Context: an optimization exercise on an open-source flow, tuned for small area and a short achievable clock period. The choices shown serve that exercise and are no tape-out recipe.
Only simulation tests tie the RTL to the original design; equivalence was not proved.
The flow treats the clock pin as an ideal source, which a real chip does not have.

## mac_top
module mac_top #(
   parameter int A_WIDTH = 18,
   parameter int B_WIDTH = 18,
   parameter int P_WIDTH = 48
) (
   input  logic                      clk,
   input  logic                      rst_n,
   input  logic signed [A_WIDTH-1:0] data_a,
   input  logic signed [B_WIDTH-1:0] data_b,
   input  mac_pkg::mac_op_e          op,
   input  logic                      activate_mac,
   output logic signed [P_WIDTH-1:0] data_p,
   output logic                      p_valid
);
==> flow/config.mk <==
export PLATFORM = sky130hd
export DESIGN_NAME = mac_top
export DESIGN_NICKNAME = mac_top
export VERILOG_FILES = /design/flow/design.v
export SDC_FILE = /design/flow/constraint.sdc
export NUM_CORES = 4
export LEC_CHECK = 0
export ABC_AREA = 1
export CAP_MARGIN = 20
export CORE_MARGIN = 2
export CORE_UTILIZATION = 40
export SETUP_SLACK_MARGIN = 5
export SLEW_MARGIN = 20
==> flow/constraint.sdc <==
create_clock -name core_clock -period 10.0 [get_ports {clk}]
set_input_delay 2.0000 -clock core_clock [delete_from_list [all_inputs] [get_ports {clk}]]
set_output_delay 2.0000 -clock core_clock [all_outputs]
set_load 0.01 [all_outputs]
standard.sh (not shown) runs the stock make flow with config.mk's settings and CLKGATE_MAP_FILE= SYNTH_SCRIPT=/design/flow/synth_recipe.tcl, a recipe that flattens the netlist after the stock synthesis.
==> flow/flow/run.sh <==
#!/bin/bash
# The standard layout, with Yosys's synth run without its early ABC
# pass (-noabc) so the extracted full adders keep their polarity.
export SYNTH_ARGS="-noabc"
bash standard.sh > standard.log 2>&1
Next try:
==> flow/flow/run.sh (replaced) <==
#!/bin/bash
# The standard layout, with Yosys's synth run without its early ABC
# pass (-noabc) so the extracted full adders keep their polarity, and
# the resizer asked to repair setup paths to a wider margin.
export SYNTH_ARGS="-noabc"
export SETUP_SLACK_MARGIN=6.5
bash standard.sh > standard.log 2>&1
- SETUP_SLACK_MARGIN: 5 -> not set
Register-to-register slack gains 0.04 ns.
Final area goes up by a few percent.
Setup slack gains 0.039 ns.
Routed wire length goes up slightly.
Hold slack stays flat.
Next try:
==> flow/flow/run.sh (replaced) <==
#!/bin/bash
# The standard layout, with two changes in how it is made:
# - Yosys's synth runs without its early ABC pass (-noabc), so the full
#   adders it extracts keep their polarity (no inverters between them);
# - the port buffers are the smallest buffer (buf_1) instead of the
#   default clkdlybuf4s50_1; every port is still buffered.
export SYNTH_ARGS="-noabc"
export BUFFER_PORTS_ARGS="-buffer_cell sky130_fd_sc_hd__buf_1"
bash standard.sh > standard.log 2>&1
- SETUP_SLACK_MARGIN: not set -> 5
Fmax shrinks by 1.2%. Routed wire length hardly moves. Setup slack loses 0.062 ns. Utilization shrinks by 3.5 points. Hold slack hardly moves.

---

v51:
mac_top, a different RTL version from the one above (not shown whole).
Size: roughly 1,200 cells after synthesis, ~90 I/O pins, roughly 0.011 mm² of cells after synthesis.
Settings: LEC_CHECK=0, ABC_AREA=1, CAP_MARGIN=20, CORE_MARGIN=2, CORE_UTILIZATION=40, SETUP_SLACK_MARGIN=5, SLEW_MARGIN=20; clock period 10.0 ns.
==> flow/flow/run.sh <==
#!/bin/bash
# The standard layout, with these changes in how it is made:
# - Yosys's synth runs without its early ABC pass (-noabc), so the full
#   adders it extracts keep their polarity (no inverters between them);
# - the port buffers are the smallest buffer (buf_1) instead of the
#   default clkdlybuf4s50_1; every port is still buffered;
# - after CTS, flow/pq_clock_delay.tcl puts delay chains in front of the
#   result register's clock (useful skew for the register-to-register
#   multiply-add paths).
export SYNTH_ARGS="-noabc"
export BUFFER_PORTS_ARGS="-buffer_cell sky130_fd_sc_hd__buf_1"
export POST_CTS_TCL="$PWD/flow/pq_clock_delay.tcl"
export PQ_DLY_CELL=sky130_fd_sc_hd__clkdlybuf4s50_1
export PQ_DLY_STAGES=2
export PQ_BUF_CELL=sky130_fd_sc_hd__clkbuf_8
bash standard.sh > standard.log 2>&1
==> flow/flow/pq_clock_delay.tcl <==
# Post-CTS hook: the result register p_q gets its clock through a short
# delay chain below each clock-tree leaf that drives it, so its clock
# arrives later than the operand registers'. This is useful skew for the
# operand -> result paths (the long multiply-add paths); the result
# register's own feedback path sees about the same delay at both ends.
# The later repair steps (global route) see and repair the new timing.
set block [ord::get_db_block]
set db [ord::get_db]
set dmaster [$db findMaster $::env(PQ_DLY_CELL)]
set bmaster [$db findMaster $::env(PQ_BUF_CELL)]
set nst $::env(PQ_DLY_STAGES)
set groups [dict create]
set n 0
foreach inst [$block getInsts] {
  if {[regexp {^p_q} [$inst getName]] && [string match sky130_fd_sc_hd__df* [[$inst getMaster] getName]]} {
    set net [[$inst findITerm CLK] getNet]
    dict lappend groups [$net getName] $inst
    incr n
  }
}
if {$n != 48} { error "pq_clock_delay: expected 48 result flops, found $n" }
set g 0
dict for {netname flops} $groups {
  set net [$block findNet $netname]
  set sx 0; set sy 0
  foreach f $flops {
    set bb [$f getBBox]
    set sx [expr {$sx + [$bb xMin]}]; set sy [expr {$sy + [$bb yMin]}]
  }
  set cx [expr {int($sx / [llength $flops])}]
  set cy [expr {int($sy / [llength $flops])}]
  set prev $net
  set masters {}
  for {set k 0} {$k < $nst} {incr k} { lappend masters $dmaster }
  lappend masters $bmaster
  set k 0
  foreach m $masters {
    set inst [odb::dbInst_create $block $m "pq_clkdly_${g}_$k"]
    set out [odb::dbNet_create $block "pq_clk_${g}_$k"]
    $out setSigType CLOCK
    [$inst findITerm A] connect $prev
    [$inst findITerm X] connect $out
    $inst setLocation $cx $cy
    $inst setPlacementStatus PLACED
    set prev $out
    incr k
  }
  foreach f $flops {
    set it [$f findITerm CLK]
    $it disconnect
    $it connect $prev
  }
  puts "pq_clock_delay: group $g under $netname: [llength $flops] flops"
  incr g
}
global_connect
detailed_placement
check_placement -verbose
estimate_parasitics -placement
report_clock_skew
In v51 the implementation completed, yet the final layout does not meet the checks, the culprit being negative hold slack.
#### Input delta (v38 over v51)
# v51
export LEC_CHECK = 0
export ABC_AREA = 1
export CAP_MARGIN = 20
export CORE_MARGIN = 2
export CORE_UTILIZATION = 40
export SETUP_SLACK_MARGIN = 5
export SLEW_MARGIN = 20
create_clock -name core_clock -period 10.0 [get_ports {clk}]
# v38
export LEC_CHECK = 0
export ABC_AREA = 1
export CAP_MARGIN = 20
export CORE_MARGIN = 2
export CORE_UTILIZATION = 40
export CTS_BUF_LIST = sky130_fd_sc_hd__clkbuf_4 sky130_fd_sc_hd__clkbuf_8
export HOLD_SLACK_MARGIN = 0.1
export SLEW_MARGIN = 20
create_clock -name core_clock -period 10.0 [get_ports {clk}]
--- a/flow/flow/run.sh
+++ b/flow/flow/run.sh
@@ -9 +9,3 @@
-#   multiply-add paths).
+#   multiply-add paths);
+# - only the setup repair after global routing, the first that sees that
+#   skew, is given a setup margin (flow/grt_margin.tcl).
@@ -13,2 +15,2 @@
-export PQ_DLY_CELL=sky130_fd_sc_hd__clkdlybuf4s50_1
-export PQ_DLY_STAGES=2
+export PQ_DLY_CELLS="sky130_fd_sc_hd__clkdlybuf4s50_1 sky130_fd_sc_hd__clkdlybuf4s50_1 sky130_fd_sc_hd__clkdlybuf4s50_1"
+export PQ_SKIP_BITS=8
@@ -15,0 +18 @@
+export PRE_GLOBAL_ROUTE_TCL="$PWD/flow/grt_margin.tcl"
==> flow/flow/grt_margin.tcl (new file) <==
# Pre-global-route hook: the setup repair after global routing aims at
# 5.2 ns of slack. It is the first repair that sees the
# result register's delayed clock, so it is the only one given a margin.
set ::env(SETUP_SLACK_MARGIN) 5.2
--- a/flow/flow/pq_clock_delay.tcl
+++ b/flow/flow/pq_clock_delay.tcl
@@ -5,0 +6 @@
+# The low bits (below PQ_SKIP_BITS) keep the undelayed clock.
@@ -9,3 +10,3 @@
-set dmaster [$db findMaster $::env(PQ_DLY_CELL)]
-set bmaster [$db findMaster $::env(PQ_BUF_CELL)]
-set nst $::env(PQ_DLY_STAGES)
+set chain {}
+foreach c $::env(PQ_DLY_CELLS) { lappend chain [$db findMaster $c] }
+lappend chain [$db findMaster $::env(PQ_BUF_CELL)]
@@ -15 +16,5 @@
-  if {[regexp {^p_q} [$inst getName]] && [string match sky130_fd_sc_hd__df* [[$inst getMaster] getName]]} {
+  if {[regexp {^p_q\\?\[([0-9]+)} [$inst getName]] && [string match sky130_fd_sc_hd__df* [[$inst getMaster] getName]]} {
+    incr n
+    regexp {^p_q\\?\[([0-9]+)} [$inst getName] -> bit
+    # the low result bits have short paths and ample setup slack: no delay
+    if {$bit < $::env(PQ_SKIP_BITS)} { continue }
@@ -18 +22,0 @@
-    incr n
@@ -33,3 +36,0 @@
-  set masters {}
-  for {set k 0} {$k < $nst} {incr k} { lappend masters $dmaster }
-  lappend masters $bmaster
@@ -37 +38 @@
-  foreach m $masters {
+  foreach m $chain {
Notes after the runs:
v38 finished every step from synthesis to the final layout, and the layout passed the timing, DRC and antenna checks. Per the comparison of v38 with v51, register-to-register setup slack -0.04 ns, multi-input combinational cell area -about 5%, post-route antenna net violation count ~0 delta, number of placed cells counting well taps ~0 delta, sequential share of layout area +0.72 points. Of v51 and v38, the run reporting the higher end-of-flow core utilization was v51.
Inputs modified between v38 and v8:
# v38
export LEC_CHECK = 0
export ABC_AREA = 1
export CAP_MARGIN = 20
export CORE_MARGIN = 2
export CORE_UTILIZATION = 40
export CTS_BUF_LIST = sky130_fd_sc_hd__clkbuf_4 sky130_fd_sc_hd__clkbuf_8
export HOLD_SLACK_MARGIN = 0.1
export SLEW_MARGIN = 20
create_clock -name core_clock -period 10.0 [get_ports {clk}]
# v8
export LEC_CHECK = 0
export ABC_AREA = 1
export CAP_MARGIN = 20
export CORE_MARGIN = 2
export CORE_UTILIZATION = 40
export SETUP_SLACK_MARGIN = 5
export SLEW_MARGIN = 20
create_clock -name core_clock -period 10.0 [get_ports {clk}]
--- a/flow/flow/run.sh
+++ b/flow/flow/run.sh
@@ -9,3 +9 @@
-#   multiply-add paths);
-# - only the setup repair after global routing, the first that sees that
-#   skew, is given a setup margin (flow/grt_margin.tcl).
+#   multiply-add paths).
@@ -15,2 +13 @@
-export PQ_DLY_CELLS="sky130_fd_sc_hd__clkdlybuf4s50_1 sky130_fd_sc_hd__clkdlybuf4s50_1 sky130_fd_sc_hd__clkdlybuf4s50_1"
-export PQ_SKIP_BITS=8
+export PQ_DLY_CELLS="sky130_fd_sc_hd__clkdlybuf4s50_1 sky130_fd_sc_hd__clkdlybuf4s50_1 sky130_fd_sc_hd__clkdlybuf4s25_1"
@@ -18 +14,0 @@
-export PRE_GLOBAL_ROUTE_TCL="$PWD/flow/grt_margin.tcl"
--- a/flow/flow/pq_clock_delay.tcl
+++ b/flow/flow/pq_clock_delay.tcl
@@ -6 +5,0 @@
-# The low bits (below PQ_SKIP_BITS) keep the undelayed clock.
@@ -16,5 +15 @@
-  if {[regexp {^p_q\\?\[([0-9]+)} [$inst getName]] && [string match sky130_fd_sc_hd__df* [[$inst getMaster] getName]]} {
-    incr n
-    regexp {^p_q\\?\[([0-9]+)} [$inst getName] -> bit
-    # the low result bits have short paths and ample setup slack: no delay
-    if {$bit < $::env(PQ_SKIP_BITS)} { continue }
+  if {[regexp {^p_q} [$inst getName]] && [string match sky130_fd_sc_hd__df* [[$inst getMaster] getName]]} {
@@ -22,0 +18 @@
+    incr n
removed: flow/flow/grt_margin.tcl
Notes after the runs:
From the logs: v8 reached the end of the flow and failed the layout checks with negative hold slack. Taking v38 as the reference, in v8 top achievable clock speed went down 3.1%, count of inverters not on the clock network in the layout went up about 1.1%. Portion of the clock cycle consumed by the worst path in the final layout: v8 > v38. Final instance area in v8 vs v38: up 870 µm². Going from v38 to v8, clock slew seen by the registers of the worst setup and hold paths dropped 0.02 ns; final number of hold-violating endpoints rose by 2; number of cells in the finished layout apart from fillers up 2.5%.
## Diff of input files: v31 against v8
# v8
export LEC_CHECK = 0
export ABC_AREA = 1
export CAP_MARGIN = 20
export CORE_MARGIN = 2
export CORE_UTILIZATION = 40
export SETUP_SLACK_MARGIN = 5
export SLEW_MARGIN = 20
create_clock -name core_clock -period 10.0 [get_ports {clk}]
# v31
export LEC_CHECK = 0
export ABC_AREA = 1
export CAP_MARGIN = 20
export CORE_MARGIN = 2
export CORE_UTILIZATION = 40
export HOLD_SLACK_MARGIN = 0.05
export SLEW_MARGIN = 20
create_clock -name core_clock -period 10.0 [get_ports {clk}]
--- a/flow/flow/run.sh
+++ b/flow/flow/run.sh
@@ -9 +9,3 @@
-#   multiply-add paths).
+#   multiply-add paths);
+# - only the setup repair after global routing, the first that sees that
+#   skew, is given a setup margin (flow/grt_margin.tcl).
@@ -13 +15,2 @@
-export PQ_DLY_CELLS="sky130_fd_sc_hd__clkdlybuf4s50_1 sky130_fd_sc_hd__clkdlybuf4s50_1 sky130_fd_sc_hd__clkdlybuf4s25_1"
+export PQ_DLY_CELLS="sky130_fd_sc_hd__clkdlybuf4s50_1 sky130_fd_sc_hd__clkdlybuf4s50_1"
+export PQ_SKIP_BITS=8
@@ -14,0 +18 @@
+export PRE_GLOBAL_ROUTE_TCL="$PWD/flow/grt_margin.tcl"
==> flow/flow/grt_margin.tcl (new file) <==
# Pre-global-route hook: the setup repair after global routing aims at
# 5.8 ns of slack. It is the first repair that sees the
# result register's delayed clock, so it is the only one given a margin.
set ::env(SETUP_SLACK_MARGIN) 5.8
--- a/flow/flow/pq_clock_delay.tcl
+++ b/flow/flow/pq_clock_delay.tcl
@@ -5,0 +6 @@
+# The low bits (below PQ_SKIP_BITS) keep the undelayed clock.
@@ -15 +16,5 @@
-  if {[regexp {^p_q} [$inst getName]] && [string match sky130_fd_sc_hd__df* [[$inst getMaster] getName]]} {
+  if {[regexp {^p_q\\?\[([0-9]+)} [$inst getName]] && [string match sky130_fd_sc_hd__df* [[$inst getMaster] getName]]} {
+    incr n
+    regexp {^p_q\\?\[([0-9]+)} [$inst getName] -> bit
+    # the low result bits have short paths and ample setup slack: no delay
+    if {$bit < $::env(PQ_SKIP_BITS)} { continue }
@@ -18 +22,0 @@
-    incr n
[summary]
Comparing v31 and v8, the higher worst hold slack is on v31. Footprint of the multi-input gates grows slightly when moving from v8 to v31. Cmp v31 vs v8: global placement routability congestion lower in v31. v31 closes out successfully: all stages finished, all timing, DRC and antenna checks passed. v8 completed end to end; final checks failed (negative hold slack). From v8 to v31 the numbers moved as follows: number of fill cells in the layout shows a reduction of about 3%; floorplan die width shows no meaningful change; cell count shows an increase of about 3.2%; critical path depth shows a reduction of 8.0%; final worst slack shows a reduction of 0.19 ns. On routed length on met2: v31 sits above v8. v31 ended up with a_q[9] as its worst setup path startpoint; v8 ended up with neg_q[0]. Compared with v8, v31 ends up with more cell area.
The following lists how v54 was set up differently from v31:
--- a/flow/flow/run.sh
+++ b/flow/flow/run.sh
@@ -9,3 +9 @@
-#   multiply-add paths);
-# - only the setup repair after global routing, the first that sees that
-#   skew, is given a setup margin (flow/grt_margin.tcl).
+#   multiply-add paths).
@@ -18 +15,0 @@
-export PRE_GLOBAL_ROUTE_TCL="$PWD/flow/grt_margin.tcl"
removed: flow/flow/grt_margin.tcl
--- outcome ---
Between v54 and v31, it is v54 whose routed length on met1 is lower, by 12%.
When v54 is set beside v31, its transition time of the tightest slew-check pin turns out to be 0.020 ns larger.
The higher non-clock inverter total of the final layout of v31 and v54 is in v31.
For v54, the commonest non-fill, non-tap cell in the layout was xor2_1, unlike v31, where it was buf_4.
Cmp v31 and v54 / critical path depth / lower: v54
Number of placed instances, taps included came out exactly the same in v31 and v54.
In summary, v54 completed successfully, with a layout that passed the timing, DRC and antenna checks.
v54 vs. v31: core utilization fell 9.4 points; total wire length after detailed routing down 20%; average wire per standard cell moved down.
The higher hold path depth came out of v31.
First element of the critical path: neg_q[7] -> v54, a_q[9] -> v31
v54 vs v31, cell count went down by 12%.
For v55, these inputs were changed with respect to v54:
--- a/flow/flow/run.sh
+++ b/flow/flow/run.sh
@@ -13 +13 @@
-export PQ_DLY_CELLS="sky130_fd_sc_hd__clkdlybuf4s50_1 sky130_fd_sc_hd__clkdlybuf4s50_1"
+export PQ_DLY_CELLS="sky130_fd_sc_hd__clkdlybuf4s50_1 sky130_fd_sc_hd__clkdlybuf4s50_1 sky130_fd_sc_hd__clkdlybuf4s50_1 sky130_fd_sc_hd__clkdlybuf4s25_1"
==> comparison <==
- Finished layout cell area (v55 over v54): increase, 4.5%
- Of v55 and v54, only v54 finishes the flow clean.
- The layout from v55, despite a flow that completed every stage, fails the layout checks, with the failing checks listed as negative hold slack.
- Between v54 and v55, the cell count went up.

==> what the ideal ports hide <==
The flow's constraints put no driver on any port. The routed layouts listed below were extracted and timed again, unchanged, in two steps. Step 1, drivers: a clkbuf_16 drives clk and a buf_2 each remaining input, both assumed. Step 2, shift: input delay + t, output delay - t, t = (earliest + latest rising clock arrival at the registers) / 2. This alone moves slack from input paths to output paths. Slacks: ideal / step 1 / step 2; pairs: ideal / step 1.
run | t (ns) | slack for setup (ns) | worst hold slack (ns) | worst setup path after step 2 | latest minus earliest clock arrival (ns)
the first run of note 1 | 0.414 | 4.805 / 4.805 / 4.805 | 0.352 / 0.352 / 0.352 | register to register | 0.017 / 0.018
the second run of note 1 | 0.422 | 4.844 / 4.844 / 4.844 | 0.353 / 0.353 / 0.353 | register to register | 0.014 / 0.014
the third run of note 1 | 0.419 | 4.783 / 4.783 / 4.783 | 0.356 / 0.356 / 0.356 | register to register | 0.017 / 0.017
v51 | 0.967 | 5.481 / 5.481 / 5.481 | -0.021 / -0.021 / -0.021 | register to register | 1.170 / 1.171
v38 | 1.242 | 5.441 / 5.412 / 5.441 | 0.051 / 0.051 / 0.051 | register to register | 1.630 / 1.630
v8 | 1.090 | 5.294 / 5.294 / 5.294 | -0.021 / -0.021 / -0.021 | register to register | 1.409 / 1.409
v31 | 0.970 | 5.103 / 5.103 / 5.103 | 0.111 / 0.111 / 0.111 | register to register | 1.122 / 1.122
v54 | 0.964 | 4.527 / 4.527 / 4.527 | 0.033 / 0.033 / 0.033 | register to register | 1.122 / 1.121
v55 | 1.335 | 3.868 / 3.868 / 3.868 | -0.029 / -0.029 / -0.029 | register to register | 1.864 / 1.864
Clock arrivals are far apart in 6 of these runs, so t is only a midpoint there and step 2 fits no single register.
